From an optimization exercise on the open Yosys and OpenROAD flow, aimed at small area and few clock cycles; shortcuts taken in it are not production practice.
At most, simulation tests tie the RTL to the original design; equivalence was not proved.
For run 6, only the layout was checked, not whether the RTL still works.
The flow treats the clock pin as an ideal source, which a real chip does not have.
Power is estimated from default activity; no workload was simulated.

==> flow/design.v <==
`timescale 1ns/1ps
module image_capture_top (
  input  logic         clk,
  input  logic         mem_reset,
  input  logic         trigger,
  input  logic [15:0]  height,       
  input  logic [28:0]  start_addr,   
  input  logic [25:0]  s_beat,       
  input  logic         s_valid,
  output logic         s_ready,
  output logic         frame_done,
  output logic         skipped,
  output logic         mem_wr_req,
  output logic [156:0] mem_wr_cmd,   
  input  logic         mem_wr_ack,
  output logic         frame_written
);
  localparam logic [1:0] ST_IDLE  = 2'd0;
  localparam logic [1:0] ST_FLUSH = 2'd1;   
  localparam logic [1:0] ST_WAIT  = 2'd2;   
  localparam logic [1:0] ST_STORE = 2'd3;   
  logic [1:0]  state;
  logic [15:0] lines_left;  
  logic [1:0]  slot;        
  logic [95:0] pix;         
  logic [28:3] wr_addr;     
  logic [2:0]  addr_lo;     
  logic sof, eol;
  logic idle;               
  logic fwd;                
  logic word_free;          
  logic fire;               
  logic ack;                
  logic line_last;
  logic [15:0] lborrow;     
  logic [25:0] acarry;      
  assign sof = s_beat[1];
  assign eol = s_beat[0];
  assign ack       = mem_wr_req && mem_wr_ack;
  assign word_free = !mem_wr_req || mem_wr_ack;
  assign idle      = !state[1];
  assign fwd       = (state == ST_STORE) || ((state == ST_WAIT) && sof);
  assign s_ready   = fwd ? word_free : 1'b1;
  assign fire      = s_valid && fwd && word_free;
  assign line_last = (lines_left == 16'd1);
  always_comb begin
    lborrow[0] = 1'b1;
    acarry[0]  = 1'b1;
    for (int i = 1; i < 16; i++) lborrow[i] = lborrow[i-1] && !lines_left[i-1];
    for (int i = 1; i < 26; i++) acarry[i]  = acarry[i-1] && wr_addr[i+2];
  end
  always_ff @(posedge clk or posedge mem_reset) begin
    if (mem_reset) begin
      state         <= ST_IDLE;
      slot          <= 2'd0;
      mem_wr_req    <= 1'b0;
      skipped       <= 1'b0;
    end else begin
      skipped       <= 1'b0;
      if (ack) begin
        mem_wr_req <= 1'b0;
      end
      if (fire) begin
        slot <= slot + 1'b1;
        if (slot == 2'd3) mem_wr_req <= 1'b1;
      end
      if (idle) begin
        if (frame_written) state <= ST_IDLE;
        if (trigger) state <= ST_WAIT;
        if (s_valid && sof) skipped <= 1'b1;
      end else if (fire) begin
        state <= ST_STORE;
        if (eol && line_last) begin
          state <= ST_FLUSH;   
        end
      end
    end
  end
  assign frame_written = (state == ST_FLUSH) && !mem_wr_req;
  assign frame_done    = frame_written;
  always_ff @(posedge clk) begin
    for (int i = 0; i < 16; i++) begin
      if (idle) begin
        lines_left[i] <= height[i];   
      end else begin
        lines_left[i] <= lines_left[i] ^ (fire && eol && lborrow[i]);
      end
    end
    if (fire) begin
      pix <= {pix[71:0], s_beat[25:2]};
    end
    addr_lo <= start_addr[2:0];   
    for (int i = 0; i < 26; i++) begin
      if (trigger) begin
        wr_addr[i+3] <= start_addr[i+3];
      end else begin
        wr_addr[i+3] <= wr_addr[i+3] ^ (ack && acarry[i]);
      end
    end
  end
  assign mem_wr_cmd = {wr_addr, addr_lo,
                       pix[95:72], 8'hff, pix[71:48], 8'hff,
                       pix[47:24], 8'hff, pix[23:0],  8'hff};
endmodule
==> flow/flow/run.sh <==
#!/bin/bash
# Standard ORFS layout, with: the logic re-mapped for area after floorplan (restructure), and one
# tie cell for the constant outputs; the smallest buffer on each port; a clock tree of small
# buffers (upsized after CTS where their slew is high); logic cells downsized after CTS where
# slack allows. Each tool's output is in flow_standard.log and the ORFS logs under orfs/logs.
set -euo pipefail
export BUFFER_PORTS_ARGS="-buffer_cell sky130_fd_sc_hd__buf_1"
export CTS_ARGS="-repair_clock_nets -buf_list sky130_fd_sc_hd__clkbuf_4 -dont_use_dummy_load"
export SKIP_REPAIR_TIE_FANOUT=1
export RESTRUCTURE_DIR="$(pwd)/restructure"
export RESTRUCTURE_LIB="$RESTRUCTURE_DIR/restructure.lib"
mkdir -p "$RESTRUCTURE_DIR"
python3 flow/filter_lib.py "$FLOW_HOME/platforms/sky130hd/lib/sky130_fd_sc_hd__tt_025C_1v80.lib" \
  "$RESTRUCTURE_LIB" > filter_lib.log 2>&1
export POST_FLOORPLAN_TCL="$(pwd)/flow/post_floorplan.tcl"
export POST_CTS_TCL="$(pwd)/flow/post_cts.tcl"
bash standard.sh > flow_standard.log 2>&1
rm -f "$RESTRUCTURE_LIB"
==> flow/flow/filter_lib.py <==
#!/usr/bin/env python3
"""Copy a Liberty file without the cells the platform marks don't-use (its lpflow and probe
cells), so that restructure's ABC run cannot map logic onto them.
usage: filter_lib.py SRC DST"""
import re
import sys

DROP = re.compile(r"lpflow|probe")

src, dst = sys.argv[1], sys.argv[2]
text = open(src).read()
cell = re.compile(r'\n[ \t]*cell[ \t]*\([ \t]*"?([A-Za-z0-9_]+)"?[ \t]*\)[ \t]*\{')
out = []
pos = 0
dropped = 0
while True:
    m = cell.search(text, pos)
    if not m:
        out.append(text[pos:])
        break
    depth, i = 1, m.end()
    while depth:
        j = text.find("{", i)
        k = text.find("}", i)
        if j != -1 and j < k:
            depth, i = depth + 1, j + 1
        else:
            depth, i = depth - 1, k + 1
    out.append(text[pos:m.start()])
    if DROP.search(m.group(1)):
        dropped += 1
    else:
        out.append(text[m.start():i])
    pos = i
open(dst, "w").write("".join(out))
print(f"filter_lib: dropped {dropped} cells")
==> flow/flow/merge_ties.tcl <==
# Drive every constant net from one tie cell per polarity, as the flow does without restructure:
# move the loads and ports of each other tie cell's nets to the first, then remove the rest.
set block [ord::get_db_block]
set ties {}
foreach inst [$block getInsts] {
  if {[[$inst getMaster] getName] == "sky130_fd_sc_hd__conb_1"} { lappend ties $inst }
}
array unset keepnet
foreach t $ties {
  foreach pin {HI LO} {
    set it [$t findITerm $pin]
    set n [$it getNet]
    if {$n == "NULL"} { continue }
    if {![info exists keepnet($pin)]} { set keepnet($pin) $n; continue }
    foreach bt [$n getBTerms] { $bt disconnect; $bt connect $keepnet($pin) }
    foreach lit [$n getITerms] {
      if {[$lit getInst] != $t} { $lit disconnect; $lit connect $keepnet($pin) }
    }
    $it disconnect
    odb::dbNet_destroy $n
  }
}
set removed 0
foreach t $ties {
  set used 0
  foreach pin {HI LO} { if {[[$t findITerm $pin] getNet] != "NULL"} { set used 1 } }
  if {!$used} { odb::dbInst_destroy $t; incr removed }
}
puts "merge_ties: [llength $ties] tie cells, removed $removed"
==> flow/flow/post_cts.tcl <==
estimate_parasitics -placement
set upsized 0
foreach inst [get_cells *] {
  set ref [get_property $inst ref_name]
  if {$ref != "sky130_fd_sc_hd__clkbuf_4"} { continue }
  set name [get_property $inst full_name]
  set net [get_nets -of_objects [get_pins $name/X]]
  set mx 0
  foreach p [get_pins -of_objects $net -filter "direction==input"] {
    set s [get_property $p slew_max]
    if {$s > $mx} { set mx $s }
  }
  if {$mx > 0.200} {
    replace_cell $inst sky130_fd_sc_hd__clkbuf_16
    incr upsized
  } elseif {$mx > 0.105} {
    replace_cell $inst sky130_fd_sc_hd__clkbuf_8
    incr upsized
  }
}
puts "post_cts: upsized $upsized clock buffers"
estimate_parasitics -placement

set ::slack_margin 0.6e-9
set ::slew_floor [expr {min(0.2, [sta::max_slew_check_slack_limit])}]
set ::cap_floor [expr {min(0.2, [sta::max_capacitance_check_slack_limit])}]
set lib_cells {}
foreach lc [get_lib_cells sky130_fd_sc_hd__*] { lappend lib_cells [get_name $lc] }
proc margins_ok {} {
  return [expr {[sta::worst_slack_cmd max] >= $::slack_margin
                && [sta::max_slew_check_slack_limit] >= $::slew_floor
                && [sta::max_capacitance_check_slack_limit] >= $::cap_floor}]
}
set downsized 0
foreach inst [get_cells *] {
  set name [get_property $inst full_name]
  set ref [get_property $inst ref_name]
  if {![regexp {^(sky130_fd_sc_hd__[a-z0-9]+)_(\d+)$} $ref -> base drive]} { continue }
  set kind [string range $base 17 end]
  if {[regexp {^(df|edf|sdf|dl|conb|tap|fill|decap|clkbuf|clkinv)} $kind]} { continue }
  foreach d {0 1 2 4} {
    if {$d >= $drive} { break }
    if {[lsearch -exact $lib_cells ${base}_$d] < 0} { continue }
    replace_cell $inst ${base}_$d
    if {[margins_ok]} {
      incr downsized
      break
    }
    replace_cell $inst $ref
  }
}
puts "post_cts: downsized $downsized logic cells"
detailed_placement
check_placement -verbose
estimate_parasitics -placement
report_worst_slack
==> flow/flow/post_floorplan.tcl <==
# After floorplan: re-map the logic between the registers for area with OpenROAD's restructure
# (ABC on the combinational logic only; registers and ports are left as synthesis made them).
# ABC reads a copy of the library without the platform's don't-use cells (run.sh makes it).
report_design_area
restructure -target area -liberty_file $::env(RESTRUCTURE_LIB) \
  -tielo_port sky130_fd_sc_hd__conb_1/LO -tiehi_port sky130_fd_sc_hd__conb_1/HI \
  -work_dir $::env(RESTRUCTURE_DIR) -abc_logfile $::env(RESTRUCTURE_DIR)/abc.log
report_design_area
foreach inst [[ord::get_db_block] getInsts] {
  if {[regexp {lpflow|probe} [[$inst getMaster] getName]]} {
    error "restructure used the don't-use cell [[$inst getMaster] getName]"
  }
}
source [file join [file dirname [info script]] merge_ties.tcl]
report_design_area
==> flow/standard.sh <==
#!/bin/bash
# synth_recipe.tcl (not shown) runs the flow's synth.tcl, then flattens the netlist and writes it again
# the make line also repeats each setting of config.mk as NAME=value (left out here)
make -C /OpenROAD-flow-scripts/flow DESIGN_CONFIG=/design/flow/config.mk WORK_HOME=/design/flow/orfs CLKGATE_MAP_FILE= SYNTH_SCRIPT=/design/flow/synth_recipe.tcl "${@:-finish}"
==> flow/config.mk <==
export PLATFORM = sky130hd
export DESIGN_NAME = image_capture_top
export DESIGN_NICKNAME = image_capture_top
export VERILOG_FILES = /design/flow/design.v
export SDC_FILE = /design/flow/constraint.sdc
export NUM_CORES = 4
export LEC_CHECK = 0
export ABC_AREA = 1
export CAP_MARGIN = 20
export CORE_MARGIN = 2
export CORE_UTILIZATION = 50
export SLEW_MARGIN = 20
==> flow/constraint.sdc <==
create_clock -name core_clock -period 4.5 [get_ports {clk}]
set_input_delay 0.9000 -clock core_clock [delete_from_list [all_inputs] [get_ports {clk}]]
set_output_delay 0.9000 -clock core_clock [all_outputs]
set_load 0.01 [all_outputs]
==> metrics.md, run 1 <==
| Metric | Value |
|---|---|
| Nets@finish | `655` |
| Cell Area, Synth | `5510 sq um` |
| Min-Delay Path Class | `in2async` |
| WL/cell | `15.3 um` |
| Largest net degree at the start of global routing | `52` |
| Flop pwr share | `62.8%` |
| First-pass GRT wire length | `15800 um` |
| RSZ-0062 raised after global routing | `no` |
| Core region area | `10800 sq um` |
| Initial Utilization | `51.1%` |
| Inserted Diodes | `0` |
| Yosys reg bits | `147` |
| Detailed Place HPWL | `8140 um` |
| Setup CP Type | `in2reg` |
| Placed cells | `700` |
| Most frequent CP cell | `nand2_1` |
| Area growth syn-to-layout | `11.3%` |
| Total number of vias | `3549` |
| Leading area contributor after synthesis | `edfxtp_1` |
| Routability cong. | `0.789` |
| CTS clk-pin slew, worst paths | `0.10 ns` |
| Avg Cell Area, Syn | `12.9 sq um` |
| Required @ worst endpoint | `4.77 ns` |
| CP peak stage delay | `0.44 ns` |
| Synth top area share | `52.3%` |
| Max-slew headroom | `52.7%` |
| Fillers | `960` |
| Min cycle time layout | `3.97 ns` |
| Slowest-stage cell, CP | `or3_1` |
| Worst setup margin | `0.535 ns` |
| Layout Cells excl Fill | `717` |
| Hold Worst Slack | `0.348 ns` |
| Critical Path Source Type | `input pin` |
| Congestion Overflow GR | `0` |
| Worst Path Max Fanout | `5` |
| Post-route clock period utilization | `88.1%` |
| Initial antenna violation count | `1` |
| Achievable Freq | `252 MHz` |
| WP depth | `23` |
| IO Port Bufs | `205` |
| Internal | `2.17 mW` |
| # setup viols final | `0` |
| R2R cell count | `22` |
| Ports | `238` |
| Crit path arrival time | `4.24 ns` |
| Syn. warnings | `1` |
| DRT Wirelength | `10900 um` |
| Net Sw Frac | `28.4%` |
| Status | `finished clean` |
| Antenna Nets Post-Route | `0` |
| Yosys cell types | `33` |
| Fraction of layout instances using a drive strength above 1 | `4.51%` |
| Total track usage | `18.0%` |
| Row cnt | `38` |
| Die X | `109 um` |
| Syn Inst Count | `429` |
| Max VDD drop | `0.000173 V` |
| DRT iter0 DRCs | `182` |
| Leak pwr | `2.13 nW` |
| Sequential area share after synthesis | `71.4%` |
| Actual slew at the worst max-slew pin | `0.705 ns` |
| Die area | `11900 sq um` |
| Slew Limit Fails | `0` |
| Post-place setup slack | `-0.107 ns` |
| Skew final | `0.0256 ns` |
| Syn nets | `508` |
| Comb pwr share | `17.3%` |
| Hold violation count in the final report | `0` |
| Sum Neg Setup Slack | `0 ns` |
| Clk sink count | `147` |
| Worst path top cell family by delay | `simple AND/OR/NAND/NOR gates` |
| Final standard cell utilization of the core | `56.9%` |
| Switch Pwr | `0.860 mW` |
| CTS tree | `done` |
| Vias in the first global route | `3228` |
| Clk Latency, worst-skew pair | `0.39 ns` |
| Synth area leaders | `edfxtp_1, dfxtp_1, nand2_1` |
| DRC Markers | `0` |
| Reported max-cap violation count | `0` |
| PwrDens | `493 nW/um^2` |
| Crit. End Element | `register` |
| CP bufs+invs | `5` |
| Vias/cell | `4.95` |
| Pre-antenna DRT Iters | `4` |
| Clk network pwr share | `19.9%` |
| Critical-path cell list | `buf_1 > o21ai_0 > nor2b_1 > o21ai_1 > inv_4 > nand2_1 > nor2_2 > nand2_1 > nor3_2 > clkinv_1 > nor3_1 > nand2_1 > nor2_1 > clkinv_1 > nor2_1 > clkinv_1 > or3_1 > nor3_2 > nand2_1 > nor2_1 > a21oi_1 > o21ai_0 > o21ai_0` |
| Die height | `109 um` |
==> power by group through the flow <==
stage / clock network (mW) / logic, mW / registers [mW]
after global routing: 0.683 / 0.584 / 1.94
after floorplan: 0 / 0.257 / 1.98
after global placement: 0 / 0.520 / 1.92
final: 0.603 / 0.522 / 1.90
after detailed placement: 0 / 0.530 / 1.93
==> per-layer routing <==
metal	vias to the layer above	global-route usage (%)	share of wire, %
met4	2	6.68	1.5
met1	1624	19.6	38
li1	1748	-	-
met5	-	0	0.10
met3	13	7.95	10
met2	162	30.8	50
==> synth_stat cells <==
cell	n
edfxtp_1	96
nand2_1	82
dfxtp_1	45
buf_4	33
nor2_1	32
inv_1	15
o21ai_1	14
a31oi_1	13
nand3_1	13
a21oi_1	12
inv_2	8
o21ai_0	7
dfrtp_1	6
clkbuf_1	5
nand4_4	5
a22o_1	4
clkinv_2	4
nor2_8	4
ha_1	3
nand3_2	3
nor2_2	3
nor3_1	3
xnor2_1	3
buf_1	2
nand4_1	2
nor2_4	2
o31ai_1	2
or2_1	2
xor2_1	2
buf_6	1
conb_1	1
or2_0	1
or3b_1	1
==> final cells by class <==
type | count | area, sq um | area share (%)
Multi-Input combinational cell | 173 | 942 | 15.3
Clock buffer | 17 | 165 | 2.69
Inverter | 30 | 115 | 1.88
Tap cell | 140 | 175 | 2.85
Timing Repair Buffer | 210 | 807 | 13.1
Sequential cell | 147 | 3930 | 64.1
==> state kept, by name, indices dropped and copies added (netlist names) <==
name        flops
mem_wr_req      1
pix            96
slot            2
wr_addr        26
addr_lo         3
lines_left     16
state           2
skipped         1
==> kinds of logic after synthesis <==
logic type / synth area share, %
buffers and inverters: 7.10
XOR/XNOR: 0.795
other: 0.0680
adder cells (fa/ha/maj): 0.681
AO/OA/AOI/OAI: 5.38
AND/OR/NAND/NOR: 14.6
flip-flops: 71.4
==> metrics by stage <==
stage               instance area, sq um  total power [mW]
global placement                    5960              2.44
finish                              6140              3.03
global route                        6140              3.20
floorplan                           5510              2.24
detailed placement                  5960              2.46
==> cells in the final DEF (no fill, tap or decap), types with 4 or more instances in the layout <==
cell      count
clkbuf_8      6
dfxtp_1      45
o21ai_0      55
or4_1         4
nor2_1       13
a21oi_1      11
nand2_1      32
buf_1       205
buf_4         5
dfrtp_1       6
o32ai_1       9
edfxtp_1     96
clkinv_1     29
o21a_1        6
and3_1       23
clkbuf_4     11
==> final timing paths <==
| kind | from | end | slack (ns) |
|---|---|---|---|
| max | s_beat[1] | lines_left[15] | 0.53 |
| min | mem_reset | state[1] | 0.35 |
| max reg2reg | state[1] | lines_left[15] | 0.74 |
| min reg2reg | pix[6] | pix[30] | 0.44 |
| max in group asynchronous | mem_reset | slot[1] | 3.97 |
| min in group core_clock | pix[6] | pix[30] | 0.44 |
Testbench counts, summed over its fixed seeds: cycles 15,331.
==> run 2: changes to the inputs <==
--- a/flow/config.mk
+++ b/flow/config.mk
@@ -7,3 +7,2 @@
 export LEC_CHECK = 0
-export ABC_AREA = 1
 export CAP_MARGIN = 20
==> run 2 against run 1 <==
Against the previous run:
- largest power group unchanged
- critical path type unchanged
- synthesized cell count is 0.47% higher
- count of clock-buffer cells in the layout stayed put
- final area is 0.86% lower
- clock power is 4.0% lower
- area after synthesis is 2.6% higher
==> metrics.md, run 2 <==
| Metric | Value |
|---|---|
| Crit path arrival time | `4.31 ns (+0.07 ns)` |
| Worst Path Max Fanout | `4 (-1)` |
| Status | `finished clean` |
| Syn nets | `510 (+0.39%)` |
| Worst reg2reg startpoint | `state[1]` |
| Die area | `12200 sq um (+2.5%)` |
| Min cycle time layout | `4.04 ns (+0.0734 ns)` |
| Skew final | `0.0290 ns (+0.00339 ns)` |
| Slowest-stage cell, CP | `or3_1` |
| Clk sink count | `147 (unchanged)` |
| CTS clk-pin slew, worst paths | `0.10 ns (about the same)` |
| Most frequent cells in the layout | `buf_1, edfxtp_1, o21ai_0` |
| Count leader, synth | `edfxtp_1` |
| Yosys reg bits | `147 (unchanged)` |
| R2R cell count | `21 (-4.5%)` |
| Row cnt | `38 (unchanged)` |
| Sequential area share after synthesis | `69.5% (-1.8 points)` |
| Area growth syn-to-layout | `7.56%` |
| Inserted Diodes | `0 (unchanged)` |
| Post-route clock period utilization | `89.7% (+1.6 points)` |
| Hold violation count in the final report | `0 (unchanged)` |
| Post-synthesis async set-or-reset flop share | `4.08% (unchanged)` |
| Antenna Nets Post-Route | `0 (unchanged)` |
| Leading area contributor after synthesis | `edfxtp_1` |
| Largest regs | `pix: 96 flops, wr_addr: 26 flops, lines_left: 16 flops` |
| Synth area leaders | `edfxtp_1, dfxtp_1, buf_4` |
| Achievable Freq | `248 MHz (-1.8%)` |
| Most instantiated cells after synthesis | `edfxtp_1, dfxtp_1, buf_4` |
| Max-slew headroom | `51.2% (-1.6 points)` |
| Detailed Place HPWL | `8200 um (+0.76%)` |
| Critical-path cell list | `buf_1 > o21ai_0 > nor2b_1 > o21ai_1 > inv_4 > nand2_1 > nor2_1 > nand2_1 > or2_0 > or3_1 > nor2_1 > clkinv_1 > nor2_1 > clkinv_1 > or3_1 > nor2_1 > clkinv_1 > nor2_1 > nand2_1 > nor2_1 > nor2b_1 > o22a_1` |
| Crit. End Element | `register` |
| Vias in the first global route | `3226 (-0.062%)` |
| DRT iter0 DRCs | `149 (-18%)` |
| Reported max-cap violation count | `0 (unchanged)` |
| Most frequent CP cell | `nor2_1` |
| Fillers | `1018 (+6.0%)` |
| Required @ worst endpoint | `4.78 ns (about the same)` |
| First-pass GRT wire length | `16100 um (+2.1%)` |
| Actual slew at the worst max-slew pin | `0.733 ns (+0.0279 ns)` |
| Die X | `110 um (+1.3%)` |
| Max reg flops | `96 (unchanged)` |
| Die height | `110 um (+1.3%)` |
| Fraction of layout instances using a drive strength above 1 | `3.81% (-0.70 points)` |
| Max VDD drop | `0.000224 V (+29%)` |
| CP peak stage delay | `0.40 ns (-0.04 ns)` |
| PwrDens | `461 nW/um^2 (-6.6%)` |
| CTS tree | `done` |
| Placed cells | `701 (+0.14%)` |
| Setup CP Type | `in2reg` |
| Leak pwr | `2.10 nW (-1.6%)` |
| Vias/cell | `4.82 (-2.6%)` |
| Ports | `238 (unchanged)` |
| Syn. warnings | `1 (unchanged)` |
| Yosys cell types | `44 (+33%)` |
| DRT Wirelength | `10900 um (-0.14%)` |
| Min-Delay Path Class | `in2async` |
| Cell Area, Synth | `5660 sq um (+2.6%)` |
| Critical Path Source Type | `input pin` |
| Clk Latency, worst-skew pair | `0.40 ns (about the same)` |
| Slew Limit Fails | `0 (unchanged)` |
| WL/cell | `15.2 um (-0.28%)` |
| Congestion Overflow GR | `0 (unchanged)` |
| Internal reg-to-reg setup slack | `0.71 ns (-0.03 ns)` |
| Synth top area share | `51.0% (-1.3 points)` |
| Layout Cells excl Fill | `718 (+0.14%)` |
| Nets@finish | `656 (+0.15%)` |
| IO Port Bufs | `205 (unchanged)` |
| Commonest non-fill, non-tap cell in the layout | `buf_1` |
| Initial antenna violation count | `0 (-1)` |
| Worst flop-to-flop path endpoint | `lines_left[13]` |
| Initial Utilization | `51.7% (+0.66 points)` |
| RSZ-0062 raised after global routing | `no` |
| Synth Flop Type | `edfxtp_1` |
| Sum Neg Setup Slack | `0 ns (unchanged)` |
| Syn Inst Count | `431 (+0.47%)` |
| Core region area | `10900 sq um (+1.3%)` |
| Avg Cell Area, Syn | `13.1 sq um (+2.2%)` |
| Largest net degree at the start of global routing | `61 (+17%)` |
| Biggest register | `pix` |
| Post-synth EDFFs | `96 (unchanged)` |
| Total track usage | `18.3% (+0.30 points)` |
| # setup viols final | `0 (unchanged)` |
| Routability cong. | `0.766 (-2.9%)` |
| DRC Markers | `0 (unchanged)` |
| Total number of vias | `3461 (-2.5%)` |
| Pre-antenna DRT Iters | `4 (unchanged)` |
## run 2: cell types whose count changed after synthesis, moves of 8 or more
cell,delta
nand2_1,-57
or3_1,+11
or4_1,+10
nor4_1,+8
inv_2,-8
o21ai_0,+16
o21ai_1,-14
a31oi_1,+10
xnor2_1,+14
clkbuf_1,+8
## run 2: final cells by class
cell class	count	area [sq um]	area share, %
sequential	147	3930	64.6
tap	140	175	2.88
timing repair buffer	209	800	13.1
inverter	26	100	1.64
multi-input combinational	179	925	15.2
clock buffer	17	153	2.51
## run 2: worst max-delay path, delay by kind of cell
family	cells	cell delay, ns
AO/OA/AOI/OAI	3	0.41
buffers and inverters	5	0.52
AND/OR/NAND/NOR	14	2.47
## run 2: worst max path at each step
stage                     endpoint  slack, ns        from
floorplan            lines_left[1]       0.03  mem_wr_ack
global placement    lines_left[13]       0.20   s_beat[1]
detailed placement  lines_left[13]       0.04   s_beat[1]
global route        lines_left[13]       0.04   s_beat[1]
finish              lines_left[13]       0.46   s_beat[1]
## run 2: cell families after synthesis
group                      count (synthesis)  share of synthesized area, %
other                                      1                        0.0663
AOI/OAI and AO/OA                         70                          7.65
xor gates and xnor gates                  18                          2.79
and+or+nand+nor                          128                          12.1
adders and majority gates                  3                         0.663
buffers and inverters                     62                          6.79
DFF                                      147                          69.5
muxes                                      2                         0.398
## run 2: routing by layer
layer | global-route usage (%) | vias to the layer above | share of wire (%)
li1 | - | 1736 | -
met1 | 20.8 | 1564 | 39
met2 | 29.4 | 153 | 49
met3 | 9.58 | 8 | 10
met4 | 6.61 | 0 | 1.1
met5 | 0 | - | 0
## run 2: where the power goes
part	internal, mW	switching [mW]
logic	0.146	0.274
clock network	0.214	0.366
registers	1.69	0.118
total	2.05	0.757
## run 2: metrics by stage
| step | total power, mW | utilization, % | cell area, sq um | hold WS (ns) | setup slack [ns] |
|---|---|---|---|---|---|
| after floorplan | 2.16 | - | 5660 | 0.448 | 0.0253 |
| after global placement | 2.24 | 54.3 | 5930 | 0.429 | 0.200 |
| after detailed placement | 2.26 | 54.3 | 5930 | 0.431 | 0.0351 |
| after global routing | 2.97 | 55.7 | 6090 | 0.326 | 0.0374 |
| final | 2.80 | 55.7 | 6090 | 0.340 | 0.461 |
==> run 3: changes to the inputs <==
--- a/flow/config.mk
+++ b/flow/config.mk
@@ -9,3 +9,3 @@
 export CORE_MARGIN = 2
-export CORE_UTILIZATION = 50
+export CORE_UTILIZATION = 65
 export SLEW_MARGIN = 20
==> run 3 against run 2 <==
Against the previous run:
- still clean
- clock skew increased by 0.0079 ns
- non-clock buffer count decreased by 1
- hold slack improved by 0.035 ns
- final area decreased by 0.49%
- area after synthesis unchanged
- count of clock-buffer cells in the layout unchanged
- critical endpoint unchanged
- highest routed layer unchanged
==> metrics.md, run 3 <==
| Metric | Value |
|---|---|
| Clk sink count | `147 (unchanged)` |
| Crit path arrival time | `4.37 ns (+0.06 ns)` |
| Clk network pwr share | `21.1% (+0.4 points)` |
| Detailed Place HPWL | `7580 um (-7.6%)` |
| Critical Path Source Type | `input pin` |
| Pre-antenna DRT Iters | `4 (unchanged)` |
| Routability cong. | `0.878 (+15%)` |
| Most frequent cells in the layout | `buf_1, edfxtp_1, o21ai_0` |
| Flop pwr share | `64.1% (-0.3 points)` |
| Synth Flop Type | `edfxtp_1` |
| Internal | `2.07 mW (+0.94%)` |
| Comb pwr share | `14.8% (-0.2 points)` |
| Commonest non-fill, non-tap cell in the layout | `buf_1` |
| Sum Neg Setup Slack | `0 ns (unchanged)` |
| Status | `finished clean` |
| IO Port Bufs | `205 (unchanged)` |
| Syn Inst Count | `431 (unchanged)` |
| Placed cells | `668 (-4.7%)` |
| Post-route clock period utilization | `90.4% (+0.69 points)` |
| Die height | `97.3 um (-12%)` |
| Actual slew at the worst max-slew pin | `0.843 ns (+0.111 ns)` |
| Max reg flops | `96 (unchanged)` |
| Slew Limit Fails | `0 (unchanged)` |
| Required @ worst endpoint | `4.80 ns (+0.02 ns)` |
| Row cnt | `34 (-11%)` |
| Ports | `238 (unchanged)` |
| RSZ-0062 raised after global routing | `no` |
| Reported max-cap violation count | `0 (unchanged)` |
| Min-Delay Path Class | `in2async` |
| Biggest register | `pix` |
| Achievable Freq | `246 MHz (-0.77%)` |
| Switch Pwr | `0.761 mW (+0.47%)` |
| Post-synthesis compound-gate area fraction | `7.65% (unchanged)` |
| Area growth syn-to-layout | `7.03%` |
| Post-synth EDFFs | `96 (unchanged)` |
| Synth area leaders | `edfxtp_1, dfxtp_1, buf_4` |
| Die area | `9470 sq um (-22%)` |
| Syn nets | `510 (unchanged)` |
| Synth top area share | `51.0% (unchanged)` |
| Vias/cell | `5.24 (+8.8%)` |
| DRC Markers | `0 (unchanged)` |
| Skew final | `0.0370 ns (+0.00795 ns)` |
| Hold violation count in the final report | `0 (unchanged)` |
| Congestion Overflow GR | `0 (unchanged)` |
| Largest family of logic cells by synthesized area | `simple AND/OR/NAND/NOR gates` |
| Worst Path Max Fanout | `4 (unchanged)` |
| First-pass GRT wire length | `16300 um (+1.2%)` |
| Cell Area, Synth | `5660 sq um (unchanged)` |
| Initial Utilization | `65.8% (+14 points)` |
| Total number of vias | `3592 (+3.8%)` |
| Nets@finish | `655 (-0.15%)` |
| # setup viols final | `0 (unchanged)` |
| Fillers | `653 (-36%)` |
| Yosys cell types | `44 (unchanged)` |
| Initial antenna violation count | `0 (unchanged)` |
| DRT Wirelength | `10500 um (-4.1%)` |
| Net Sw Frac | `26.9% (-0.092 points)` |
| Antenna Nets Post-Route | `0 (unchanged)` |
| Setup CP Type | `in2reg` |
| Max VDD drop | `0.000305 V (+36%)` |
| Syn. warnings | `1 (unchanged)` |
| Sequential area share after synthesis | `69.5% (unchanged)` |
| Most instantiated cells after synthesis | `edfxtp_1, dfxtp_1, buf_4` |
| Core region area | `8590 sq um (-21%)` |
| Leading area contributor after synthesis | `edfxtp_1` |
| Die X | `97.3 um (-12%)` |
| Largest regs | `pix: 96 flops, wr_addr: 26 flops, lines_left: 16 flops` |
| Total track usage | `22.3% (+4.0 points)` |
| WL/cell | `15.3 um (+0.52%)` |
| Yosys reg bits | `147 (unchanged)` |
| Post-synthesis async set-or-reset flop share | `4.08% (unchanged)` |
| Post-Synth Adder-Cell Area | `0.663% (unchanged)` |
| Clk Latency, worst-skew pair | `0.40 ns (about the same)` |
| Mux cell area share after synthesis | `0.398% (unchanged)` |
| Synth Area in XOR/XNOR | `2.79% (unchanged)` |
| Inserted Diodes | `0 (unchanged)` |
| CTS clk-pin slew, worst paths | `0.10 ns (about the same)` |
| Layout Cells excl Fill | `685 (-4.6%)` |
| Fraction of layout instances using a drive strength above 1 | `3.81% (+0.0066 points)` |
| Largest net degree at the start of global routing | `99 (+62%)` |
| Avg Cell Area, Syn | `13.1 sq um (unchanged)` |
| Max-slew headroom | `43.8% (-7.4 points)` |
| Vias in the first global route | `3413 (+5.8%)` |
| Leak pwr | `2.10 nW (about the same)` |
| PwrDens | `467 nW/um^2 (+1.3%)` |
| Crit. End Element | `register` |
| DRT iter0 DRCs | `127 (-15%)` |
| Count leader, synth | `edfxtp_1` |
| CTS tree | `done` |
| Min cycle time layout | `4.07 ns (+0.0312 ns)` |
| Simple-gate share of the synthesized area | `12.1% (unchanged)` |
run 3: cell types whose count changed in the layout (fill, tap and decap cells not counted):
| cell | previous run | this run |
|---|---|---|
| buf_4 | 4 | 2 |
| o21ai_1 | 1 | 0 |
| clkinv_2 | 0 | 1 |
| nor2_1 | 19 | 18 |
| o21ai_0 | 50 | 51 |
| buf_6 | 0 | 1 |
| nor2_2 | 0 | 1 |
| clkbuf_4 | 13 | 11 |
| inv_4 | 1 | 0 |
| clkbuf_8 | 4 | 6 |
run 3: layer usage:
| layer | share of wire (%) | vias up | global-route usage (%) |
|---|---|---|---|
| met5 | 0 | - | 0 |
| met4 | 1.6 | 0 | 8.01 |
| met3 | 10 | 13 | 10.2 |
| met2 | 50 | 165 | 36.4 |
| met1 | 39 | 1677 | 26.3 |
| li1 | - | 1737 | - |
run 3: final timing paths:
path	slack (ns)	start	depth (start not counted)	endpoint
max in group asynchronous	3.95	mem_reset	2	slot[0]
setup / recovery	0.43	s_beat[1]	22	lines_left[13]
hold / removal	0.38	mem_reset	2	skipped
hold reg to reg	0.44	pix[6]	0	pix[30]
setup reg to reg	0.76	state[1]	21	lines_left[13]
min in group core_clock	0.44	pix[6]	0	pix[30]
run 3: area by class of cell:
| class | count | area (sq um) | area share [%] |
|---|---|---|---|
| clock buffer | 17 | 165 | 2.73 |
| inverter | 26 | 98.8 | 1.63 |
| multi-input combinational | 179 | 927 | 15.3 |
| sequential | 147 | 3930 | 65.0 |
| tap | 108 | 135 | 2.23 |
| timing repair buffer | 208 | 796 | 13.1 |
run 3: worst max-delay path, stage by stage:
cell and delay (ns):
buf_1 0.11, o21ai_0 0.13, nor2b_1 0.15, o21ai_0 0.15, clkinv_2 0.08, nand2_1 0.08
nor2_1 0.16, nand2_1 0.12, or2_0 0.26, or3_1 0.37, nor2_1 0.15, clkinv_1 0.12
nor2_1 0.14, clkinv_1 0.13, or3_1 0.40, nor2_1 0.15, clkinv_1 0.13, nor2_2 0.16
nand2_1 0.11, nor2_1 0.14, nor2b_1 0.08, o22a_1 0.16
run 3: cell families after synthesis:
family | Yosys count
other | 1
and+or+nand+nor | 128
AOI/OAI and AO/OA | 70
muxes | 2
adders and majority gates | 3
buffers and inverters | 62
xor gates and xnor gates | 18
DFF | 147
run 3: power by group through the flow:
stage | Clock [mW] | Sequential, mW | Combinational (mW)
floorplan | 0 | 1.91 | 0.251
global placement | 0 | 1.82 | 0.413
detailed placement | 0 | 1.84 | 0.421
global route | 0.676 | 1.84 | 0.462
finish | 0.597 | 1.81 | 0.418
run 3: per-stage QoR:
step / util (%) / hold WS (ns) / cell area, sq um / setup WS [ns] / total power [mW]
finish: 70.5 / 0.375 / 6060 / 0.430 / 2.83
floorplan: - / 0.448 / 5660 / 0.0253 / 2.16
global route: 70.5 / 0.346 / 6060 / 0.0195 / 2.98
detailed placement: 68.5 / 0.430 / 5880 / 0.0542 / 2.26
global placement: 68.5 / 0.427 / 5880 / 0.241 / 2.24
==> run 4: changes to the inputs <==
--- a/flow/config.mk
+++ b/flow/config.mk
@@ -9,3 +9,3 @@
 export CORE_MARGIN = 2
-export CORE_UTILIZATION = 65
+export CORE_UTILIZATION = 35
 export SLEW_MARGIN = 20
==> run 4 against run 3 <==
Against the previous run:
- total power increased by 1.6%
- synthesized cell count unchanged
- clock skew decreased by 0.0092 ns
- combinational power about the same
- hold slack got worse by 0.049 ns
- highest routed layer is now met5
==> metrics.md, run 4 <==
| Metric | Value |
|---|---|
| Status | `finished clean` |
| Commonest non-fill, non-tap cell in the layout | `buf_1` |
| Worst Path Max Fanout | `4 (unchanged)` |
| Routability cong. | `0.787 (-10%)` |
| CTS clk-pin slew, worst paths | `0.09 ns (about the same)` |
| Sequential area share after synthesis | `69.5% (unchanged)` |
| Clk sink count | `147 (unchanged)` |
| Initial Utilization | `35.7% (-30 points)` |
| Skew final | `0.0278 ns (-0.00916 ns)` |
| Hold Worst Slack | `0.327 ns (-0.0486 ns)` |
| Avg Cell Area, Syn | `13.1 sq um (unchanged)` |
| Fillers | `1587 (+140%)` |
| Count leader, synth | `edfxtp_1` |
| Initial antenna violation count | `1 (+1)` |
| Setup CP Type | `in2reg` |
| Max reg flops | `96 (unchanged)` |
| Internal reg-to-reg setup slack | `0.60 ns (-0.16 ns)` |
| Leading area contributor after synthesis | `edfxtp_1` |
| Antenna Nets Post-Route | `0 (unchanged)` |
| Sum Neg Setup Slack | `0 ns (unchanged)` |
| Total number of vias | `3544 (-1.3%)` |
| Nets@finish | `656 (+0.15%)` |
| Area after DPL | `6030 sq um (+2.4%)` |
| Post-route clock period utilization | `91.6% (+1.1 points)` |
| Worst flop-to-flop path endpoint | `lines_left[13]` |
| Die height | `131 um (+35%)` |
| Crit path arrival time | `4.41 ns (+0.04 ns)` |
| Critical Path Source Type | `input pin` |
| Achievable Freq | `243 MHz (-1.2%)` |
| Required @ worst endpoint | `4.79 ns (about the same)` |
| Clk Latency, worst-skew pair | `0.41 ns (about the same)` |
| WL/cell | `14.2 um (-7.2%)` |
| Most frequent cells in the layout | `buf_1, edfxtp_1, o21ai_0` |
| Hold violation count in the final report | `0 (unchanged)` |
| Synth top area share | `51.0% (unchanged)` |
| Reported max-cap violation count | `0 (unchanged)` |
| Die X | `131 um (+35%)` |
| Slew Limit Fails | `0 (unchanged)` |
| Largest net degree at the start of global routing | `84 (-15%)` |
| # setup viols final | `0 (unchanged)` |
| Cell Area, Synth | `5660 sq um (unchanged)` |
| Area occupied by registers | `3930 sq um (unchanged)` |
| Inserted Diodes | `0 (unchanged)` |
| Max-slew headroom | `30.4% (-13 points)` |
| Ports | `238 (unchanged)` |
| Total track usage | `13.3% (-9.0 points)` |
| Largest regs | `pix: 96 flops, wr_addr: 26 flops, lines_left: 16 flops` |
| IO Port Bufs | `205 (unchanged)` |
| Synth area leaders | `edfxtp_1, dfxtp_1, buf_4` |
| Final Cell Area | `6210 sq um (+2.5%)` |
| CTS tree | `done` |
| Pre-antenna DRT Iters | `4 (unchanged)` |
| Min-Delay Path Class | `in2async` |
| Area growth syn-to-layout | `9.69%` |
| DRC Markers | `0 (unchanged)` |
| Syn Inst Count | `431 (unchanged)` |
| DRT Wirelength | `11300 um (+7.6%)` |
| Vias in the first global route | `3567 (+4.5%)` |
| Yosys reg bits | `147 (unchanged)` |
| Congestion Overflow GR | `0 (unchanged)` |
| First-pass GRT wire length | `18000 um (+11%)` |
| Core region area | `15800 sq um (+84%)` |
| Leak pwr | `2.11 nW (+0.47%)` |
| Vias/cell | `4.46 (-15%)` |
| Biggest register | `pix` |
| Power Total | `2.87 mW (+1.6%)` |
| R2R cell count | `21 (unchanged)` |
| Max VDD drop | `0.000167 V (-45%)` |
| Actual slew at the worst max-slew pin | `1.04 ns (+0.201 ns)` |
| Syn. warnings | `1 (unchanged)` |
| Fraction of layout instances using a drive strength above 1 | `3.81% (-0.0066 points)` |
| Min cycle time layout | `4.12 ns (+0.0511 ns)` |
| Yosys cell types | `44 (unchanged)` |
| DRT iter0 DRCs | `157 (+24%)` |
| Row cnt | `46 (+35%)` |
| Die area | `17200 sq um (+82%)` |
| Post-synthesis async set-or-reset flop share | `4.08% (unchanged)` |
| Detailed Place HPWL | `8210 um (+8.3%)` |
| RSZ-0062 raised after global routing | `no` |
| Worst reg2reg startpoint | `state[1]` |
| Multi-input logic area | `925 sq um (-0.27%)` |
| Synth Flop Type | `edfxtp_1` |
| Post-synth EDFFs | `96 (unchanged)` |
| Most instantiated cells after synthesis | `edfxtp_1, dfxtp_1, buf_4` |
| PwrDens | `463 nW/um^2 (-0.88%)` |
| Syn nets | `510 (unchanged)` |
| Crit. End Element | `register` |
==> run 4: cell counts after synthesis <==
No cell type changed its count.
==> run 4: worst max-delay path: stages <==
cell      delay, ns
buf_1          0.08
o21ai_0        0.10
nor2b_1        0.14
o21ai_0        0.19
inv_4          0.09
nand2_1        0.09
nor2_1         0.16
nand2_1        0.10
or2_0          0.28
or3_1          0.38
nor2_1         0.16
clkinv_1       0.12
nor2_1         0.14
clkinv_1       0.13
or3_1          0.40
nor2_1         0.15
clkinv_1       0.12
nor2_1         0.17
nand2_1        0.12
nor2_1         0.15
nor2b_1        0.07
o22a_1         0.15
==> run 4: logic make-up (layout without fill, tap and decap cells) <==
| family | after synthesis | count (layout) | share of synthesized area [%] |
|---|---|---|---|
| compound gates | 70 | 83 | 7.65 |
| xor+xnor | 18 | 1 | 2.79 |
| fa+ha+maj | 3 | 0 | 0.663 |
| buf+inv | 62 | 252 | 6.79 |
| flops | 147 | 147 | 69.5 |
| mux | 2 | 0 | 0.398 |
| other cells | 1 | 1 | 0.0663 |
| simple gates | 128 | 94 | 12.1 |
==> run 4: metal layers <==
| metal | GRT usage (%) | vias up | share of wire (%) |
|---|---|---|---|
| met5 | 0 | - | 0.11 |
| met4 | 5.01 | 2 | 1.3 |
| met3 | 5.71 | 9 | 9.5 |
| met2 | 21.2 | 155 | 48 |
| met1 | 15.9 | 1646 | 42 |
| li1 | - | 1732 | - |
==> run 4: layout make-up <==
cell class	instances	area share (%)
flip-flops and latches	147	63.4
inverters	26	1.61
well taps	216	4.35
multi-input cells	179	14.9
clock buffers	17	2.86
repair buffers	209	12.9
==> run 4: how the worst max path moves through the flow <==
stage                from              to  slack, ns  cells after the start
2_1_floorplan  mem_wr_ack   lines_left[1]       0.03                      7
3_3_place_gp    s_beat[1]  lines_left[13]       0.22                     22
3_5_place_dp    s_beat[1]  lines_left[13]       0.02                     22
5_1_grt         s_beat[1]  lines_left[13]       0.05                     22
6_report        s_beat[1]  lines_left[13]       0.38                     22
==> run 4: metrics by stage <==
stage	setup WS, ns	std cells	utilization (%)
floorplan	0.0253	431	-
global placement	0.217	777	38.1
detailed placement	0.0160	777	38.1
global route	0.0505	794	39.2
finish	0.379	794	39.2
==> run 4: where the power goes <==
part / total, mW / switching, mW / internal, mW
Combinational: 0.417 / 0.271 / 0.145
Sequential: 1.81 / 0.124 / 1.69
Clock: 0.641 / 0.391 / 0.251
Total: 2.87 / 0.786 / 2.08
==> run 5: changes to the inputs <==
--- a/flow/config.mk
+++ b/flow/config.mk
@@ -7,5 +7,5 @@
 export LEC_CHECK = 0
-export CAP_MARGIN = 20
+export CAP_MARGIN = 5
 export CORE_MARGIN = 2
-export CORE_UTILIZATION = 35
-export SLEW_MARGIN = 20
+export CORE_UTILIZATION = 50
+export SLEW_MARGIN = 5
==> run 5 against run 4 <==
Against the previous run:
- combinational power hardly changed
- sequential power hardly changed
- cell count is 9.6% lower
- critical path depth stayed put
- largest cell class unchanged
- still clean on timing, DRC and antenna
- total power is 2.3% lower
- clock power is 9.7% lower
- highest routed layer is now met4
- register-to-register slack better by 0.11 ns
- count of clock-buffer cells in the layout stayed put
- die area is 29% lower
- critical path type unchanged
==> metrics.md, run 5 <==
| Metric | Value |
|---|---|
| Status | `finished clean` |
| Pre-antenna DRT Iters | `4 (unchanged)` |
| First-pass GRT wire length | `16100 um (-11%)` |
| CTS clk-pin slew, worst paths | `0.10 ns (about the same)` |
| Min-Delay Path Class | `in2async` |
| Min cycle time layout | `4.04 ns (-0.0823 ns)` |
| Critical Path Source Type | `input pin` |
| Max VDD drop | `0.000224 V (+34%)` |
| Avg Cell Area, Syn | `13.1 sq um (unchanged)` |
| Sum Neg Setup Slack | `0 ns (unchanged)` |
| Crit. End Element | `register` |
| Most frequent cells in the layout | `buf_1, edfxtp_1, o21ai_0` |
| Internal | `2.05 mW (-1.9%)` |
| Vias in the first global route | `3226 (-9.6%)` |
| Syn nets | `510 (unchanged)` |
| Die area | `12200 sq um (-29%)` |
| DRC Markers | `0 (unchanged)` |
| Total number of vias | `3461 (-2.3%)` |
| Yosys reg bits | `147 (unchanged)` |
| Flop pwr share | `64.4% (+1.3 points)` |
| Crit path arrival time | `4.31 ns (-0.10 ns)` |
| Final Cell Area | `6090 sq um (-1.9%)` |
| Initial antenna violation count | `0 (-1)` |
| Area after DPL | `5930 sq um (-1.6%)` |
| Routability cong. | `0.766 (-2.7%)` |
| Switch Pwr | `0.757 mW (-3.6%)` |
| Reported max-cap violation count | `0 (unchanged)` |
| Cell Area, Synth | `5660 sq um (unchanged)` |
| Count leader, synth | `edfxtp_1` |
| Leading area contributor after synthesis | `edfxtp_1` |
| Biggest register | `pix` |
| Syn Inst Count | `431 (unchanged)` |
| Skew final | `0.0290 ns (+0.00122 ns)` |
| Leak pwr | `2.10 nW (-0.49%)` |
| WL/cell | `15.2 um (+7.2%)` |
| Achievable Freq | `248 MHz (+2.0%)` |
| Comb pwr share | `15.0% (+0.5 points)` |
| DRT Wirelength | `10900 um (-3.1%)` |
| Max-slew headroom | `51.2% (+21 points)` |
| Synth area leaders | `edfxtp_1, dfxtp_1, buf_4` |
| Multi-input logic area | `925 sq um (unchanged)` |
| Synth Flop Type | `edfxtp_1` |
| Required @ worst endpoint | `4.78 ns (about the same)` |
| Congestion Overflow GR | `0 (unchanged)` |
| Syn. warnings | `1 (unchanged)` |
| IO Port Bufs | `205 (unchanged)` |
| Sequential area share after synthesis | `69.5% (unchanged)` |
| DRT iter0 DRCs | `149 (-5.1%)` |
| RSZ-0062 raised after global routing | `no` |
| Detailed Place HPWL | `8200 um (about the same)` |
| Die height | `110 um (-16%)` |
| Hold violation count in the final report | `0 (unchanged)` |
| Row cnt | `38 (-17%)` |
| Max reg flops | `96 (unchanged)` |
| Synth top area share | `51.0% (unchanged)` |
| PwrDens | `461 nW/um^2 (-0.42%)` |
| Ports | `238 (unchanged)` |
| Net Sw Frac | `27.0% (-0.35 points)` |
| Commonest non-fill, non-tap cell in the layout | `buf_1` |
| Setup CP Type | `in2reg` |
| Largest net degree at the start of global routing | `61 (-27%)` |
| # setup viols final | `0 (unchanged)` |
| Crit path from | `s_beat[1]` |
| Nets@finish | `656 (unchanged)` |
| Core region area | `10900 sq um (-31%)` |
| Area growth syn-to-layout | `7.56%` |
| Worst Path Max Fanout | `4 (unchanged)` |
| Clk sink count | `147 (unchanged)` |
| Die X | `110 um (-16%)` |
| Actual slew at the worst max-slew pin | `0.733 ns (-0.312 ns)` |
| Worst reg2reg startpoint | `state[1]` |
| Post-synthesis async set-or-reset flop share | `4.08% (unchanged)` |
| Clk Latency, worst-skew pair | `0.40 ns (about the same)` |
| Clk network pwr share | `20.7% (-1.6 points)` |
| Vias/cell | `4.82 (+8.0%)` |
| Total track usage | `18.3% (+5.0 points)` |
| Fillers | `1018 (-36%)` |
| Post-route clock period utilization | `89.7% (-1.8 points)` |
| Slew Limit Fails | `0 (unchanged)` |
| Largest regs | `pix: 96 flops, wr_addr: 26 flops, lines_left: 16 flops` |
| Antenna Nets Post-Route | `0 (unchanged)` |
| Fraction of layout instances using a drive strength above 1 | `3.81% (unchanged)` |
| Most instantiated cells after synthesis | `edfxtp_1, dfxtp_1, buf_4` |
| Inserted Diodes | `0 (unchanged)` |
| Post-synth EDFFs | `96 (unchanged)` |
| Area occupied by registers | `3930 sq um (unchanged)` |
| Yosys cell types | `44 (unchanged)` |
| CTS tree | `done` |
| Initial Utilization | `51.7% (+16 points)` |
==> run 5: cell types whose count changed in the layout (fill, tap and decap cells not counted) <==
cell and delta:
o21ai_1 +1, clkbuf_8 -4, clkbuf_4 +4, o21ai_0 -1
==> run 5: critical path, cell delays in order <==
cell	delay (ns)
buf_1	0.09
o21ai_0	0.11
nor2b_1	0.18
o21ai_1	0.15
inv_4	0.07
nand2_1	0.07
nor2_1	0.16
nand2_1	0.10
or2_0	0.26
or3_1	0.36
nor2_1	0.15
clkinv_1	0.12
nor2_1	0.15
clkinv_1	0.13
or3_1	0.40
nor2_1	0.15
clkinv_1	0.11
nor2_1	0.18
nand2_1	0.12
nor2_1	0.13
nor2b_1	0.06
o22a_1	0.15
==> run 5: kinds of logic (layout without fill, tap and decap cells) <==
group	Yosys count	in the layout	synth area share [%]
other	1	1	0.0663
AND/OR/NAND/NOR	128	94	12.1
AO/OA/AOI/OAI	70	83	7.65
adder cells (fa/ha/maj)	3	0	0.663
flip-flops	147	147	69.5
buffers and inverters	62	252	6.79
multiplexers	2	0	0.398
XOR/XNOR	18	1	2.79
==> run 5: through the flow <==
stage / util (%) / hold slack (ns) / power [mW] / setup WS [ns] / instances
floorplan: - / 0.448 / 2.16 / 0.0253 / 431
global placement: 54.3 / 0.429 / 2.24 / 0.200 / 701
detailed placement: 54.3 / 0.431 / 2.26 / 0.0351 / 701
global route: 55.7 / 0.326 / 2.97 / 0.0374 / 718
finish: 55.7 / 0.340 / 2.80 / 0.461 / 718
==> run 5: per-layer routing <==
layer	track usage (%)	wire (um)
met5	0	0
met4	6.61	116
met3	9.58	1100
met2	29.4	5400
met1	20.8	4310
==> run 5: area by class of cell <==
class | count | share of cell area (%)
clock buffers | 17 | 2.51
inverters | 26 | 1.64
multi-input cells | 179 | 15.2
flip-flops and latches | 147 | 64.6
well taps | 140 | 2.88
repair buffers | 209 | 13.1
==> run 5: path summary, 6_finish.rpt <==
path | to | slack [ns] | cells past startpoint
max | lines_left[13] | 0.46 | 22
min in group core_clock | pix[62] | 0.42 | 0
min | slot[1] | 0.34 | 2
max in group asynchronous | slot[0] | 4.00 | 2
min reg2reg | pix[62] | 0.42 | 0
max reg2reg | lines_left[13] | 0.71 | 21
==> run 5: power by group through the flow <==
stage          Clock (mW)  Combinational [mW]  Sequential [mW]
6_report            0.579               0.420             1.80
2_1_floorplan           0               0.251             1.91
5_1_grt             0.661               0.473             1.83
3_3_place_gp            0               0.419             1.82
3_5_place_dp            0               0.427             1.83
==> run 6: changes to the inputs <==
--- a/flow/design.v
+++ b/flow/design.v
@@ -54,3 +54,2 @@
       state         <= ST_IDLE;
-      slot          <= 2'd0;
       mem_wr_req    <= 1'b0;
@@ -62,6 +61,3 @@
       end
-      if (fire) begin
-        slot <= slot + 1'b1;
-        if (slot == 2'd3) mem_wr_req <= 1'b1;
-      end
+      if (fire && (slot == 2'd3)) mem_wr_req <= 1'b1;
       if (idle) begin
@@ -81,2 +77,7 @@
   always_ff @(posedge clk) begin
+    if (idle) begin
+      slot <= 2'd0;
+    end else begin
+      slot <= slot + {1'b0, fire};
+    end
     for (int i = 0; i < 16; i++) begin
--- a/flow/config.mk
+++ b/flow/config.mk
@@ -7,5 +7,5 @@
 export LEC_CHECK = 0
-export CAP_MARGIN = 5
+export CAP_MARGIN = 20
 export CORE_MARGIN = 2
 export CORE_UTILIZATION = 50
-export SLEW_MARGIN = 5
+export SLEW_MARGIN = 20
==> run 6 against run 5 <==
Against the previous run:
- still clean
- maximum frequency is 7.8% higher
- total power is 2.8% higher
- core utilization is 0.51 points higher
- sequential power is 2% higher
- critical path type is now reg2reg
- critical endpoint is now lines_left[14]
- largest power group unchanged
==> metrics.md, run 6 <==
| Metric | Value |
|---|---|
| Die height | `110 um (-0.69%)` |
| Setup CP Type | `reg2reg` |
| DRT Wirelength | `10700 um (-2.1%)` |
| Count leader, synth | `edfxtp_1` |
| Area growth syn-to-layout | `9.18%` |
| Row cnt | `38 (unchanged)` |
| R2R cell count | `16 (-24%)` |
| Leak pwr | `2.08 nW (-0.97%)` |
| Nets@finish | `654 (-0.30%)` |
| Max VDD drop | `0.000287 V (+28%)` |
| DRT iter0 DRCs | `240 (+61%)` |
| First-pass GRT wire length | `15300 um (-5.0%)` |
| Sum Neg Setup Slack | `0 ns (unchanged)` |
| Routability cong. | `0.777 (+1.5%)` |
| PwrDens | `473 nW/um^2 (+2.8%)` |
| Min-Delay Path Class | `in2async` |
| Hold violation count in the final report | `0 (unchanged)` |
| Total number of vias | `3507 (+1.3%)` |
| Clk Latency, worst-skew pair | `0.40 ns (about the same)` |
| Biggest register | `pix` |
| Internal | `2.09 mW (+2.3%)` |
| Max reg flops | `96 (unchanged)` |
| Slew Limit Fails | `0 (unchanged)` |
| Initial Utilization | `51.4% (-0.30 points)` |
| Comb pwr share | `16.1% (+1.1 points)` |
| Detailed Place HPWL | `7990 um (-2.6%)` |
| Clk network pwr share | `20.2% (-0.5 points)` |
| Most frequent cells in the layout | `buf_1, edfxtp_1, o21ai_0` |
| Critical-path cell list | `o21ai_0 > nor2b_1 > o21ai_0 > inv_1 > nand2_1 > nor2_1 > nand2_1 > nor2_1 > nand2_1 > nor2_1 > nand2_1 > or2_0 > or2_0 > nor2_1 > nor2b_1 > o32a_1` |
| Ports | `238 (unchanged)` |
| Internal reg-to-reg setup slack | `0.75 ns (+0.04 ns)` |
| Crit path arrival time | `4.04 ns (-0.27 ns)` |
| CP peak stage delay | `0.69 ns (+0.29 ns)` |
| Leading area contributor after synthesis | `edfxtp_1` |
| Most instantiated cells after synthesis | `edfxtp_1, dfxtp_1, nor2_1` |
| Initial antenna violation count | `0 (unchanged)` |
| Cell Area, Synth | `5580 sq um (-1.4%)` |
| Post-synthesis async set-or-reset flop share | `2.72% (-1.4 points)` |
| Final Cell Area | `6090 sq um (about the same)` |
| Die area | `12000 sq um (-1.4%)` |
| Min cycle time layout | `3.75 ns (-0.293 ns)` |
| Congestion Overflow GR | `0 (unchanged)` |
| Status | `finished clean` |
| Total track usage | `17.5% (-0.73 points)` |
| Antenna Nets Post-Route | `0 (unchanged)` |
| CTS clk-pin slew, worst paths | `0.09 ns (about the same)` |
| Slowest-stage cell, CP | `dfrtp_1` |
| Critical Path Source Type | `register` |
| Synth Flop Type | `edfxtp_1` |
| CTS tree | `done` |
| IO Port Bufs | `205 (unchanged)` |
| Flop pwr share | `63.7% (-0.7 points)` |
| Syn Inst Count | `425 (-1.4%)` |
| Net Sw Frac | `27.4% (+0.39 points)` |
| Fraction of layout instances using a drive strength above 1 | `3.30% (-0.51 points)` |
| Crit path from | `state[1]` |
| Worst flop-to-flop path endpoint | `lines_left[14]` |
| Yosys cell types | `40 (-9.1%)` |
| DRC Markers | `0 (unchanged)` |
| Yosys reg bits | `147 (unchanged)` |
| Worst setup margin | `0.754 ns (+0.293 ns)` |
| Worst reg2reg startpoint | `state[1]` |
| Required @ worst endpoint | `4.79 ns (about the same)` |
| Skew final | `0.0230 ns (-0.00608 ns)` |
| Syn nets | `504 (-1.2%)` |
| Die X | `110 um (-0.69%)` |
| Inserted Diodes | `0 (unchanged)` |
| Synth area leaders | `edfxtp_1, dfxtp_1, buf_4` |
| Worst path top cell family by delay | `simple AND/OR/NAND/NOR gates` |
| Power Total | `2.88 mW (+2.8%)` |
| Placed cells | `699 (-0.29%)` |
| Actual slew at the worst max-slew pin | `0.828 ns (+0.0954 ns)` |
| Achievable Freq | `267 MHz (+7.8%)` |
| Hold Worst Slack | `0.323 ns (-0.0178 ns)` |
| Core region area | `10800 sq um (-0.87%)` |
| Switch Pwr | `0.790 mW (+4.3%)` |
| Post-route clock period utilization | `83.2% (-6.5 points)` |
| Post-synth EDFFs | `96 (unchanged)` |
| Sequential area share after synthesis | `70.4% (+0.83 points)` |
| Final standard cell utilization of the core | `56.2% (+0.51 points)` |
| Vias/cell | `4.90 (+1.6%)` |
| Pre-antenna DRT Iters | `4 (unchanged)` |
| RSZ-0062 raised after global routing | `no` |
| Commonest non-fill, non-tap cell in the layout | `buf_1` |
| Area after DPL | `5940 sq um (about the same)` |
| Vias in the first global route | `3085 (-4.4%)` |
| Clk sink count | `147 (unchanged)` |
| Layout Cells excl Fill | `716 (-0.28%)` |
| Synth top area share | `51.7% (+0.74 points)` |
| Worst Path Max Fanout | `17 (+13)` |
| Reported max-cap violation count | `0 (unchanged)` |
| WL/cell | `14.9 um (-1.8%)` |
| Largest net degree at the start of global routing | `97 (+59%)` |
| Largest regs | `pix: 96 flops, wr_addr: 26 flops, lines_left: 16 flops` |
| Syn. warnings | `1 (unchanged)` |
| # setup viols final | `0 (unchanged)` |
| Max-slew headroom | `44.8% (-6.4 points)` |
| Crit. End Element | `register` |
| Post-place setup slack | `0.548 ns (+0.513 ns)` |
| Avg Cell Area, Syn | `13.1 sq um (about the same)` |
| CP bufs+invs | `1 (-4)` |
-- run 6: changes by cell type after synthesis, sizes merged, moves of 4 or more --
| cell | delta |
|---|---|
| nor4 | -4 |
| nand4 | +6 |
| xor2 | +6 |
| nand2 | -4 |
| xnor2 | -10 |
-- run 6: cells by family after synthesis --
| logic type | Yosys count | share of synthesized area, % |
|---|---|---|
| buffers and inverters | 62 | 6.46 |
| other | 1 | 0.0672 |
| XOR/XNOR | 14 | 2.20 |
| adder cells (fa/ha/maj) | 3 | 0.673 |
| AO/OA/AOI/OAI | 72 | 8.12 |
| multiplexers | 1 | 0.202 |
| flip-flops | 147 | 70.4 |
| AND/OR/NAND/NOR | 125 | 11.9 |
-- run 6: how the worst max path moves through the flow --
stage / end / slack (ns) / cells after the start
2_1_floorplan: lines_left[1] / 1.12 / 6
3_3_place_gp: lines_left[15] / 0.73 / 17
3_5_place_dp: lines_left[15] / 0.55 / 17
5_1_grt: lines_left[14] / 0.31 / 16
6_report: lines_left[14] / 0.75 / 16
-- run 6: per-layer routing --
layer	wire (um)	vias to the layer above	global-route usage, %
met3	908	6	7.94
met4	80	0	5.97
met5	0	-	0
li1	-	1748	-
met1	4080	1615	18.7
met2	5620	138	30.6
-- run 6: worst register-to-register path, cell delays in order (launching register included) --
cell     delay, ns
dfrtp_1       0.69
o21ai_0       0.23
nor2b_1       0.19
o21ai_0       0.19
inv_1         0.14
nand2_1       0.09
nor2_1        0.17
nand2_1       0.16
nor2_1        0.21
nand2_1       0.11
nor2_1        0.18
nand2_1       0.11
or2_0         0.31
or2_0         0.33
nor2_1        0.18
nor2b_1       0.08
o32a_1        0.29
-- run 6: cell type report --
type,count,area (sq um)
multi-input combinational,181,961
timing repair buffer,207,786
inverter,24,90.1
tap,140,175
clock buffer,17,153
sequential,147,3920
fill,973,4750
-- run 6: power groups by stage --
stage          sequential [mW]  combinational [mW]  clock [mW]
5_1_grt                   1.87               0.518       0.659
3_3_place_gp              1.86               0.467           0
2_1_floorplan             1.92               0.239           0
3_5_place_dp              1.87               0.474           0
6_report                  1.84               0.464       0.583

-- port drivers added, routing unchanged --
No port has a modelled driver above. Below, the same layouts with a new extraction and two added sets of constraints.
Step 1 sets driving cells, clkbuf_16 on the clock port and buf_2 on the other inputs (assumed; they add their load-dependent delay and slew).
Step 2 adds t to the input delays and takes it off the output delays; t is the mean of the earliest and latest rising clock arrival at the registers after step 1. Input paths then give back, and output paths get back, about the clock's delay inside the block.
Three values: no drivers, after step 1, after step 2; two values: the first two.
| run | t, ns | setup WS [ns] | worst setup path after step 2 | worst slew at a driven data input, ns | cell pins on the clock port's net |
|---|---|---|---|---|---|
| run 1 | 0.413 | 0.535 / 0.544 / 0.130 | input to register | 0.06 | 1 |
| run 2 | 0.418 | 0.461 / 0.471 / 0.052 | input to register | 0.07 | 1 |
| run 3 | 0.413 | 0.430 / 0.434 / 0.020 | input to register | 0.05 | 1 |
| run 4 | 0.440 | 0.379 / 0.389 / -0.051 | input to register | 0.06 | 1 |
| run 5 | 0.418 | 0.461 / 0.471 / 0.052 | input to register | 0.07 | 1 |
| run 6 | 0.431 | 0.754 / 0.754 / 0.513 | input to register | 0.05 | 1 |
With both steps, setup timing fails in run 4, where it was met with ideal ports. For run 4, which loses most, drivers alone change the setup slack by +0.010 ns; drivers and shift together by -0.430 ns.
